This is an optimization exercise on Yosys and OpenROAD, whose aim is small area, a short achievable clock period and few clock cycles, not a production implementation.
No functional check of the RTL was part of this run.
Power and IR drop assume default switching activity.

`flow/constraint.sdc`:
```
create_clock -name core_clock -period 8.0 [get_ports {clk}]
set_input_delay 1.6000 -clock core_clock [delete_from_list [all_inputs] [get_ports {clk}]]
set_output_delay 1.6000 -clock core_clock [all_outputs]
set_load 0.01 [all_outputs]
```
`flow/flow/run.sh`:
```
#!/bin/bash
# Standard layout, with plain buffers on the ports instead of the delay
# buffers buffer_ports picks by default.
set -e
cp standard.sh standard_sh.log
export BUFFER_PORTS_ARGS="-buffer_cell sky130_fd_sc_hd__buf_2"
bash standard.sh > standard.log 2>&1
```
`flow/design.v`:
```
`default_nettype none
package cache_pkg;
    localparam int addr_w         = 16;
    localparam int word_w         = 32;
    localparam int offset_w       = 4;                 
    localparam int index_w        = 4;                 
    localparam int tag_w          = 8;
    localparam int line_bytes     = 16;
    localparam int line_w         = line_bytes * 8;    
    localparam int words_per_line = line_w / word_w;   
    localparam int bus_addr_w     = 32;
    typedef logic [addr_w-1:0]                     addr_t;
    typedef logic [tag_w-1:0]                      tag_t;
    typedef logic [index_w-1:0]                    index_t;
    typedef logic [$clog2(words_per_line)-1:0]     word_sel_t;
    typedef logic [word_w/8-1:0]                   byte_mask_t;
    typedef logic [word_w-1:0]                     word_t;
    typedef logic [line_w-1:0]                     line_t;
    typedef logic [line_bytes-1:0]                 line_strb_t;
    typedef struct packed {
        logic       r_en;
        byte_mask_t w_en;     
        addr_t      addr;
        word_t      wdata;
    } cpu_req_t;
    typedef struct packed {
        word_t rdata;
        logic  ready;         
    } cpu_rsp_t;
    typedef struct packed {
        logic [bus_addr_w-1:0] addr;
        logic                  valid;
    } mem_addr_t;             
    typedef struct packed {
        line_t data;
        logic  valid;
    } mem_rdata_t;
    typedef struct packed {
        line_t      data;
        line_strb_t strb;
        logic       valid;
    } mem_wdata_t;
endpackage
`default_nettype wire
`timescale 1ns/1ps
`default_nettype none
module write_lane (
    input  cache_pkg::byte_mask_t w_en,
    input  cache_pkg::word_sel_t  word_sel,
    input  cache_pkg::word_t      wdata,
    output cache_pkg::line_t      line,
    output cache_pkg::line_strb_t strb
);
    localparam int bytes_per_word = cache_pkg::word_w / 8;
    always_comb begin
        for (int s = 0; s < cache_pkg::words_per_line; s++) begin
            for (int b = 0; b < bytes_per_word; b++) begin
                strb[s*bytes_per_word + b] = w_en[b] && (word_sel == s);
                for (int i = 0; i < 8; i++) begin
                    line[s*cache_pkg::word_w + b*8 + i] = wdata[b*8 + i] && w_en[b] && (word_sel == s);
                end
            end
        end
    end
endmodule
`default_nettype wire
`timescale 1ns/1ps
`default_nettype none
module tag_match (
    input  cache_pkg::tag_t line_tag,
    input  logic            line_valid,
    input  cache_pkg::tag_t tag,
    output logic            match
);
    assign match = line_valid && (line_tag == tag);
endmodule
module line_sel_and2 (
    input  logic [3:0]  lo,
    input  logic [3:0]  hi,
    output logic [15:0] sel
);
    always_comb begin
        for (int l = 0; l < 16; l++) begin
            sel[l] = hi[l/4] & lo[l%4];
        end
    end
endmodule
module match_pair_sel (
    input  logic [15:0] sel,
    input  logic [15:0] match,
    output logic [7:0]  y_n
);
    always_comb begin
        for (int p = 0; p < 8; p++) begin
            y_n[p] = ~((sel[2*p] & match[2*p]) | (sel[2*p+1] & match[2*p+1]));
        end
    end
endmodule
module tag_store (
    input  logic              clk,
    input  logic              rst,
    input  cache_pkg::index_t index,        
    input  cache_pkg::tag_t   tag,
    input  cache_pkg::index_t fill_index,   
    input  cache_pkg::tag_t   fill_tag,
    input  logic              fill_en,
    output logic              hit
);
    localparam int num_lines = 2 ** cache_pkg::index_w;
    cache_pkg::tag_t        tags [num_lines];
    logic [num_lines-1:0]   valid;
    always_ff @(posedge clk) begin
        if (fill_en) begin
            tags[fill_index] <= fill_tag;
        end
    end
    always_ff @(posedge clk) begin
        if (rst) begin
            valid <= '0;                    
        end else if (fill_en) begin
            valid[fill_index] <= 1'b1;
        end
    end
    logic [num_lines-1:0] match;
    logic [num_lines-1:0] sel;
    logic [3:0]           dec_lo;
    logic [3:0]           dec_hi;
    logic [7:0]           pair_n;
    for (genvar l = 0; l < num_lines; l++) begin : g_match
        tag_match u_match (
            .line_tag   (tags[l]),
            .line_valid (valid[l]),
            .tag        (tag),
            .match      (match[l])
        );
    end
    always_comb begin
        for (int i = 0; i < 4; i++) begin
            dec_lo[i] = index[1:0] == i;
            dec_hi[i] = index[3:2] == i;
        end
    end
    line_sel_and2 u_sel (
        .lo  (dec_lo),
        .hi  (dec_hi),
        .sel (sel)
    );
    match_pair_sel u_pairs (
        .sel   (sel),
        .match (match),
        .y_n   (pair_n)
    );
    assign hit = ~&pair_n;
endmodule
`default_nettype wire
`timescale 1ns/1ps
`default_nettype none
module word_pair_sel (
    input  logic             s0,
    input  logic             s1,
    input  cache_pkg::word_t a0,
    input  cache_pkg::word_t a1,
    output cache_pkg::word_t y_n
);
    assign y_n = ~(({cache_pkg::word_w{s0}} & a0) | ({cache_pkg::word_w{s1}} & a1));
endmodule
module word_nand4 (
    input  cache_pkg::word_t a0_n,
    input  cache_pkg::word_t a1_n,
    input  cache_pkg::word_t a2_n,
    input  cache_pkg::word_t a3_n,
    output cache_pkg::word_t y
);
    assign y = ~(a0_n & a1_n & a2_n & a3_n);
endmodule
module word_nor3 (
    input  cache_pkg::word_t a0,
    input  cache_pkg::word_t a1,
    input  cache_pkg::word_t a2,
    output cache_pkg::word_t y_n
);
    assign y_n = ~(a0 | a1 | a2);
endmodule
module line_sel_and3 (
    input  logic [3:0]  lo,      
    input  logic [3:0]  hi,      
    input  logic        off,
    output logic [15:0] sel
);
    always_comb begin
        for (int l = 0; l < 16; l++) begin
            sel[l] = hi[l/4] & lo[l%4] & !off;
        end
    end
endmodule
module word_and_en (
    input  logic             en,
    input  cache_pkg::word_t a,
    output cache_pkg::word_t y
);
    assign y = {cache_pkg::word_w{en}} & a;
endmodule
module word_mux4 (
    input  logic [1:0]       sel,
    input  cache_pkg::word_t in0,
    input  cache_pkg::word_t in1,
    input  cache_pkg::word_t in2,
    input  cache_pkg::word_t in3,
    output cache_pkg::word_t out
);
    always_comb begin
        case (sel)
            2'd0:    out = in0;
            2'd1:    out = in1;
            2'd2:    out = in2;
            default: out = in3;
        endcase
    end
endmodule
module line_store (
    input  logic                  clk,
    input  cache_pkg::index_t     index,        
    input  cache_pkg::word_sel_t  word_sel,
    input  logic                  rd_bus,       
    input  cache_pkg::index_t     wr_index,     
    input  logic                  fill_sel,     
    input  logic                  fill_en,
    input  cache_pkg::line_t      fill_line,
    input  logic                  merge_en,
    input  cache_pkg::line_t      merge_line,
    input  cache_pkg::line_strb_t merge_strb,
    output cache_pkg::word_t      rdata
);
    localparam int num_lines      = 2 ** cache_pkg::index_w;
    localparam int words_per_line = cache_pkg::words_per_line;
    localparam int bytes_per_word = cache_pkg::word_w / 8;
    localparam int word_w         = cache_pkg::word_w;
    localparam int line_bytes     = cache_pkg::line_bytes;
    localparam int num_words      = num_lines * words_per_line;
    cache_pkg::word_t mem [num_lines][words_per_line];
    cache_pkg::line_t      wr_line;
    cache_pkg::line_strb_t wr_strb;
    always_comb begin
        for (int w = 0; w < words_per_line; w++) begin
            wr_line[w*word_w +: word_w] = fill_sel ? fill_line[w*word_w +: word_w] : merge_line[w*word_w +: word_w];
        end
        wr_strb = fill_en ? {line_bytes{1'b1}} : (merge_en ? merge_strb : '0);
    end
    always_ff @(posedge clk) begin
        for (int l = 0; l < num_lines; l++) begin
            for (int w = 0; w < words_per_line; w++) begin
                for (int b = 0; b < bytes_per_word; b++) begin
                    if (wr_index == l && wr_strb[w*bytes_per_word + b]) begin
                        mem[l][w][b*8 +: 8] <= wr_line[w*word_w + b*8 +: 8];
                    end
                end
            end
        end
    end
    logic [3:0]  dec_lo;
    logic [3:0]  dec_hi;
    logic [15:0] sel;
    always_comb begin
        for (int i = 0; i < 4; i++) begin
            dec_lo[i] = index[1:0] == i;
            dec_hi[i] = index[3:2] == i;
        end
    end
    line_sel_and3 u_sel (
        .lo  (dec_lo),
        .hi  (dec_hi),
        .off (rd_bus),
        .sel (sel)
    );
    cache_pkg::word_t pair_n [words_per_line][num_lines/2];
    cache_pkg::word_t half   [words_per_line][2];
    cache_pkg::word_t bus    [words_per_line];
    cache_pkg::word_t word_n [words_per_line];
    cache_pkg::word_t rdata_n;
    for (genvar w = 0; w < words_per_line; w++) begin : g_word
        for (genvar p = 0; p < num_lines/2; p++) begin : g_pair
            word_pair_sel u_pair (
                .s0  (sel[2*p]),
                .s1  (sel[2*p+1]),
                .a0  (mem[2*p][w]),
                .a1  (mem[2*p+1][w]),
                .y_n (pair_n[w][p])
            );
        end
        for (genvar q = 0; q < 2; q++) begin : g_half
            word_nand4 u_half (
                .a0_n (pair_n[w][4*q]),
                .a1_n (pair_n[w][4*q+1]),
                .a2_n (pair_n[w][4*q+2]),
                .a3_n (pair_n[w][4*q+3]),
                .y    (half[w][q])
            );
        end
        word_and_en u_bus (
            .en (rd_bus),
            .a  (fill_line[w*word_w +: word_w]),
            .y  (bus[w])
        );
        word_nor3 u_word (
            .a0  (half[w][0]),
            .a1  (half[w][1]),
            .a2  (bus[w]),
            .y_n (word_n[w])
        );
    end
    word_mux4 u_word_mux (
        .sel (word_sel),
        .in0 (word_n[0]),
        .in1 (word_n[1]),
        .in2 (word_n[2]),
        .in3 (word_n[3]),
        .out (rdata_n)
    );
    assign rdata = ~rdata_n;
endmodule
`default_nettype wire
`timescale 1ns/1ps
`default_nettype none
module cache_controller (
    input  logic                  clk,
    input  logic                  rst,
    input  logic                  r_en,
    input  cache_pkg::byte_mask_t w_en,
    input  logic                  hit,
    output logic                  ar_valid,
    input  logic                  ar_ready,
    input  logic                  r_valid,
    output logic                  aw_valid,
    input  logic                  aw_ready,
    input  logic                  b_valid,
    output logic                  hit_take,    
    output logic                  fill_en,
    output logic                  merge_en,    
    output logic                  rd_fill,     
    output logic                  ready
);
    logic st_ar;      
    logic st_rd;      
    logic st_wa;      
    logic st_wb;      
    logic st_rsp;     
    logic idle;
    logic wr_req;
    logic rd_go;
    logic wr_go;
    assign idle   = ~(st_ar | st_rd | st_wa | st_wb | st_rsp);
    assign wr_req = |w_en;
    assign rd_go  = idle & r_en;                  
    assign wr_go  = idle & ~r_en & wr_req;
    always_ff @(posedge clk) begin
        if (rst) begin
            st_ar  <= 1'b0;
            st_rd  <= 1'b0;
            st_wa  <= 1'b0;
            st_wb  <= 1'b0;
            st_rsp <= 1'b0;
        end else begin
            st_ar  <= (rd_go & ~hit) | (st_ar & ~ar_ready);
            st_rd  <= (st_ar & ar_ready) | (st_rd & ~r_valid);
            st_wa  <= wr_go | (st_wa & ~aw_ready);
            st_wb  <= (st_wa & aw_ready) | (st_wb & ~b_valid);
            st_rsp <= (rd_go & hit) | (st_rd & r_valid) | (st_wb & b_valid);
        end
    end
    assign ar_valid = st_ar;
    assign aw_valid = st_wa;
    assign hit_take = idle;
    assign fill_en  = st_rd & r_valid;
    assign merge_en = st_wb & b_valid;
    assign rd_fill  = st_rd;
    assign ready    = st_rsp;
endmodule
`default_nettype wire
`timescale 1ns/1ps
`default_nettype none
module cache_top (
    input  logic          clk,
    input  logic          rst,
    input  logic          req_r_en,
    input  logic [3:0]    req_w_en,
    input  logic [15:0]   req_addr,
    input  logic [31:0]   req_wdata,
    output logic [31:0]   rsp_rdata,
    output logic          rsp_ready,
    output logic [31:0]   ar_addr,
    output logic          ar_valid,
    input  logic          ar_ready,
    input  logic [127:0]  r_data,
    input  logic          r_valid,
    output logic          r_ready,
    output logic [31:0]   aw_addr,
    output logic          aw_valid,
    input  logic          aw_ready,
    output logic [127:0]  w_data,
    output logic [15:0]   w_strb,
    output logic          w_valid,
    input  logic          w_ready,
    input  logic          b_valid,
    output logic          b_ready
);
    localparam int sel_lsb = $clog2(cache_pkg::word_w / 8);
    localparam int sel_w   = $clog2(cache_pkg::words_per_line);
    cache_pkg::tag_t              tag;
    cache_pkg::index_t            index;
    cache_pkg::word_sel_t         word_sel;
    assign tag      = req_addr[cache_pkg::addr_w-1 -: cache_pkg::tag_w];
    assign index    = req_addr[cache_pkg::offset_w +: cache_pkg::index_w];
    assign word_sel = req_addr[sel_lsb +: sel_w];
    cache_pkg::line_strb_t lane_strb;
    cache_pkg::line_t      lane_line;
    cache_pkg::word_t      mem_word;
    cache_pkg::word_t      rdata_q;
    logic                  hit;
    logic                  hit_q;       
    logic                  hit_take;
    logic                  fill_en;
    logic                  merge_en;
    logic                  rd_fill;
    logic                  ready;
    write_lane u_write_lane (
        .w_en     (req_w_en),
        .word_sel (word_sel),
        .wdata    (req_wdata),
        .line     (lane_line),
        .strb     (lane_strb)
    );
    logic [cache_pkg::addr_w-1:cache_pkg::offset_w] addr_q;
    cache_pkg::line_t                               line_q;    
    cache_pkg::line_strb_t                          strb_q;
    always_ff @(posedge clk) begin
        addr_q <= req_addr[cache_pkg::addr_w-1:cache_pkg::offset_w];
        line_q <= lane_line;
        strb_q <= lane_strb;
    end
    tag_store u_tag_store (
        .clk        (clk),
        .rst        (rst),
        .index      (index),
        .tag        (tag),
        .fill_index (addr_q[7:4]),
        .fill_tag   (addr_q[15:8]),
        .fill_en    (fill_en),
        .hit        (hit)
    );
    line_store u_line_store (
        .clk        (clk),
        .index      (index),
        .word_sel   (word_sel),
        .rd_bus     (rd_fill),
        .wr_index   (addr_q[7:4]),
        .fill_sel   (rd_fill),
        .fill_en    (fill_en),
        .fill_line  (r_data),
        .merge_en   (merge_en & hit_q),
        .merge_line (line_q),
        .merge_strb (strb_q),
        .rdata      (mem_word)
    );
    cache_controller u_cache_controller (
        .clk      (clk),
        .rst      (rst),
        .r_en     (req_r_en),
        .w_en     (req_w_en),
        .hit      (hit),
        .ar_valid (ar_valid),
        .ar_ready (ar_ready),
        .r_valid  (r_valid),
        .aw_valid (aw_valid),
        .aw_ready (aw_ready),
        .b_valid  (b_valid),
        .hit_take (hit_take),
        .fill_en  (fill_en),
        .merge_en (merge_en),
        .rd_fill  (rd_fill),
        .ready    (ready)
    );
    always_ff @(posedge clk) begin
        rdata_q <= mem_word;
        if (hit_take) begin
            hit_q <= hit;
        end
    end
    assign ar_addr   = {{(cache_pkg::bus_addr_w - cache_pkg::addr_w){1'b0}}, addr_q, {cache_pkg::offset_w{1'b0}}};
    assign aw_addr   = ar_addr;
    assign w_data    = line_q;
    assign w_strb    = strb_q;
    assign w_valid   = aw_valid;
    assign r_ready   = 1'b1;
    assign b_ready   = 1'b1;
    assign rsp_rdata = rdata_q;
    assign rsp_ready = ready;
endmodule
`default_nettype wire
```
`flow/config.mk`:
```
export PLATFORM = sky130hd
export DESIGN_NAME = cache_top
export DESIGN_NICKNAME = cache_top
export VERILOG_FILES = /design/flow/design.v
export SDC_FILE = /design/flow/constraint.sdc
export NUM_CORES = 4
export LEC_CHECK = 0
export CAP_MARGIN = 20
export CORE_MARGIN = 2
export CORE_UTILIZATION = 55
export SETUP_SLACK_MARGIN = 5.0
export SLEW_MARGIN = 20
export SYNTH_HIERARCHICAL = 1
export SYNTH_MINIMUM_KEEP_SIZE = 0
export TNS_END_PERCENT = 100
```
`flow/standard.sh`:
```
#!/bin/bash
# synth_recipe.tcl (not shown) runs the flow's synth.tcl, then flattens the netlist and writes it again
# the make line also repeats each setting of config.mk as NAME=value (left out here)
make -C /OpenROAD-flow-scripts/flow DESIGN_CONFIG=/design/flow/config.mk WORK_HOME=/design/flow/orfs CLKGATE_MAP_FILE= SYNTH_SCRIPT=/design/flow/synth_recipe.tcl "${@:-finish}"
```
==> summary.txt <==
## cell usage in the layout (no fill, tap or decap), types with 16 or more instances in the layout
| master | instances |
|---|---|
| edfxtp_1 | 2177 |
| a22oi_1 | 900 |
| nand4_1 | 279 |
| buf_2 | 265 |
| clkbuf_16 | 253 |
| nor2_2 | 225 |
| buf_6 | 140 |
| buf_4 | 136 |
| a22oi_2 | 132 |
| and2_2 | 130 |
| mux2_2 | 128 |
| xnor2_1 | 128 |
| nor3_2 | 85 |
| dfxtp_4 | 81 |
| dfxtp_2 | 65 |
| and4b_1 | 64 |
| nor3_4 | 63 |
| buf_12 | 63 |
| dfxtp_1 | 63 |
| clkbuf_1 | 54 |
| clkinv_1 | 47 |
| clkinv_2 | 43 |
| conb_1 | 42 |
| buf_16 | 40 |
| diode_2 | 39 |
| and3b_4 | 34 |
| nor2_4 | 32 |
| mux4_2 | 32 |
| and4_1 | 32 |
| nand2_1 | 28 |
| inv_1 | 27 |
| nor2_1 | 25 |
| bufinv_16 | 23 |
| and2_1 | 20 |
| nor4bb_1 | 20 |
| clkbuf_8 | 20 |
| a21oi_4 | 16 |
| nand3_1 | 16 |
## Yosys stat by module, one instance, submodules excluded
module | cells inside | times used
cache_controller | 26 | 1
cache_top | 247 | 1
line_sel_and2 | 16 | 1
line_sel_and3 | 17 | 1
line_store | 2569 | 1
match_pair_sel | 8 | 1
tag_match | 12 | 16
tag_store | 257 | 1
word_and_en | 35 | 4
word_mux4 | 39 | 1
word_nand4 | 32 | 8
word_nor3 | 32 | 4
word_pair_sel | 38 | 32
write_lane | 188 | 1
## path summary, 6_finish.rpt
check	from	end	slack (ps)	depth (start not counted)
hold / removal	u_cache_controller.st_wa	u_cache_controller.st_wb	490	2
setup / recovery	addr_q[4]	u_line_store.mem[34][2]	4820	4
hold reg to reg	u_cache_controller.st_wa	u_cache_controller.st_wb	490	2
setup reg to reg	addr_q[4]	u_line_store.mem[34][2]	4820	4
## cells in the mapped netlist (38+ instances only)
library cell,number
buf_4,64
a22oi_1,1024
edfxtp_1,2177
inv_1,38
dfxtp_1,209
nand4_1,279
xnor2_1,128
and4b_1,64
buf_6,115
and2_2,129
buf_2,150
nor2_1,272
nor3_2,145
mux2_2,128
## worst min-delay path, stage by stage, from the launching register on
cell,delay [ps]
dfxtp_2,330
nand2_1,50
a21oi_1,50
## report_power, final
part / internal [mW] / leakage, nW / switching (mW) / total (mW)
clock network: 6.41 / 3.79 / 4.70 / 11.1
logic: 0.589 / 9.93 / 1.16 / 1.75
registers: 13.7 / 22.7 / 0.0829 / 13.7
## layout make-up
cell class | instances | area [sq um] | area share [%]
sequential | 2386 | 69940 | 64.01
multi-input combinational | 2551 | 21550 | 19.72
timing repair buffer | 678 | 7092 | 6.490
clock buffer | 315 | 6509 | 5.957
tap | 2189 | 2739 | 2.507
clock inverter | 125 | 1197 | 1.096
inverter | 38 | 142.6 | 0.1305
antenna | 39 | 97.59 | 0.08932
## sequential cells by signal (all words and copies together) (netlist names)
name / cells
u_cache_controller.st_rd: 1
strb_q: 16
u_cache_controller.st_wb: 1
u_line_store.mem: 2048
rdata_q: 32
hit_q: 1
addr_q: 12
u_tag_store.tags: 128
u_cache_controller.st_ar: 1
u_tag_store.valid: 16
u_cache_controller.st_rsp: 1
line_q: 128
u_cache_controller.st_wa: 1
## repair_timing
action | in CTS | in global routing
cloned | 56 | 13
buffers inserted | 147 | 21
setup endpoints to repair | 1986 | 1405
resized for setup | 779 | 205
pin swaps | 62 | 131
## through the flow
| step | util [%] | setup WS, ps | cell area [sq um] | total power [mW] |
|---|---|---|---|---|
| 2_1_floorplan | - | 4790 | 92550 | 14.73 |
| 3_3_place_gp | 57.41 | 2894 | 94830 | 15.35 |
| 3_5_place_dp | 57.41 | 2854 | 94830 | 15.37 |
| 4_1_cts | 65.29 | 4783 | 107800 | 26.50 |
| 5_1_grt | 66.12 | 4789 | 109200 | 27.12 |
| 6_report | 66.15 | 4821 | 109300 | 26.61 |
## metal layers
metal  wire [microns]  part of all wire (%)  vias to the layer above
met3            38320                    12                      744
met5               76                 0.023                        -
met4            19660                   6.0                       12
met2           147400                    45                     3857
li1                 -                     -                    22760
met1           120400                    37                    29300
## cells by family after synthesis
group,share of synthesized area (%)
buffers and inverters,3.233
AO/OA/AOI/OAI,8.945
other,0.008204
AND/OR/NAND/NOR,8.178
flip-flops,75.99
XOR/XNOR,1.225
adder cells (fa/ha/maj),0.05468
multiplexers,2.370
==> run_results.csv <==
group,metric,value,unit
global_route,track_usage,37.42,%
logic_synthesis,synth_top_area_share,71.42,%
placed_design,placed_cells,7603,
pwr,p_leak,36.38,nW
drt,vias,56680,
timing,worst_pin_slew,1211,ps
timing,fmax,0.3146,GHz
layout,finalNonFillerCells,8321,
global_route,grt_util_met3,9.723,%
global_route,grt_max_degree,125,
global_route,met1_usage,50.31,%
logic_synthesis,ys_seq_elements,2386,
logic_synthesis,yosys_warnings,21,
drt,first_iter_violations,8653,
floorplanning,core_area,165200,sq um
timing,rsz0062_at_grt,"yes",
clocking,clock_path_buffers,3,
timing,slew_headroom,19.10,%
clocking,cts_inserted_buffers,233,
floorplanning,die_y,412.0,microns
clocking,htree_levels,4,
clocking,clk-insertion-delay-late,880,ps
global_route,antenna_found_initial,44,
logic_synthesis,seq_area_frac_synth,75.99,%
drt,routed_wirelength,325.8,mm
global_route,grt_pass1_wl,430.4,mm
placed_design,place_hpwl,179.0,mm
critical_path,cp-start-kind,"flop",
floorplanning,start_util,55.42,%
status,status,"finished clean",
critical_path,crit_buf_inv,2,
logic_synthesis,syn_area_per_cell,17.27,sq um
timing,hold_viol,0,
drt,drc,0,
clocking,clk_pin_slew,60,ps
floorplanning,ios,434,
timing,timing.final.crit_share,39.73,%
drt,via_per_inst,6.812,
critical_path,critPathTopFamily,"simple AND/OR/NAND/NOR gates",
logic_synthesis,yosys.area.top_type,"edfxtp_1",
logic_synthesis,async_flop_share,0,%
layout,fillers,11430,
logic_synthesis,synth.distinct_cells,68,
logic_synthesis,syn_inst,5299,
drt,drt_first_pass_iters,6,
logic_synthesis,synth-edff-count,2177,
logic_synthesis,netlist_area,91540,sq um
critical_path,cp.arrival,3680,ps
timing,tns,0,ps
placed_design,io_buffer_count,388,
critical_path,cp-end-kind,"flop",
timing,fin_skew,32.35,ps
logic_synthesis,ys.flop_type,"edfxtp_1",
floorplanning,die_area,169700,sq um
critical_path,critPathRequiredTime,8500,ps
clocking,cts.sinks,2386,
drt,wl_per_cell,39.15,microns
global_route,first_global_vias,52750,
layout,drive_above_1_share,34.22,%
layout,area_delta_synth_final,19.37,%
timing,whs,487.9,ps
critical_path,path_cells,"bufbuf_16 -> or4b_2 -> buf_4 -> nor2_1",
job,max_cap_viol_count,0,
placed_design,gp_congestion,0.8431,
clocking,cts_tree,"yes",
pwr,peakVddDrop,0.0003258,V
critical_path,cp_slowest_cell,"or4b_2",
global_route,grt.overflow.total,0,
timing,fin_crit,3179,ps
global_route,grt-busiest-layer,"met2",
floorplanning,rows,149,
drt,ant_nets,0,
timing,finalSetupViolCount,0,
logic_synthesis,yosys-top-cells-area,"edfxtp_1 71%, a22oi_1 8.4%, dfxtp_1 4.6%, nand4_1 1.9%, nor3_2 1.6%",
clocking,cts_root_buffer,"clkbuf_16",
critical_path,crit_type,"flop to flop",
timing,drv_slew,0,
critical_path,cpPeakStageDelay,1060,ps
critical_path,cp_max_fo,9,
floorplanning,dieWidth,412.0,microns
clocking,cts_hold_buf,0,
global_route,gr-usage-met2,55.58,%
pwr,powerDensity,243.5,nW/um^2
worst_hold_path,hold_path.class,"flop to flop",
layout,fin_nets,6080,

-- afterwards: timing with drivers on the ports --
The results above use ideal ports. As a check the final layout listed here was re-extracted and re-timed, cells and wires unchanged. Step 1 sets driving cells, clkbuf_16 on the clock port and buf_2 on the other inputs (assumed; they add their load-dependent delay and slew). Step 2 moves the port delays by t, midway between the first and last clock arrival at a register: inputs arrive t later, outputs are due t later. That takes back most of the time a late clock gives input paths. a / b / c = ideal / step 1 / step 2; a / b = the first two.
t, ns: 0.956
setup WS [ns]: 4.821 / 4.804 / 3.883
latest minus earliest clock arrival (ns): 0.037 / 0.037
After both steps this run still meets setup and hold. The setup slack of this run moves by -0.017 ns with the drivers and by -0.938 ns with both steps.
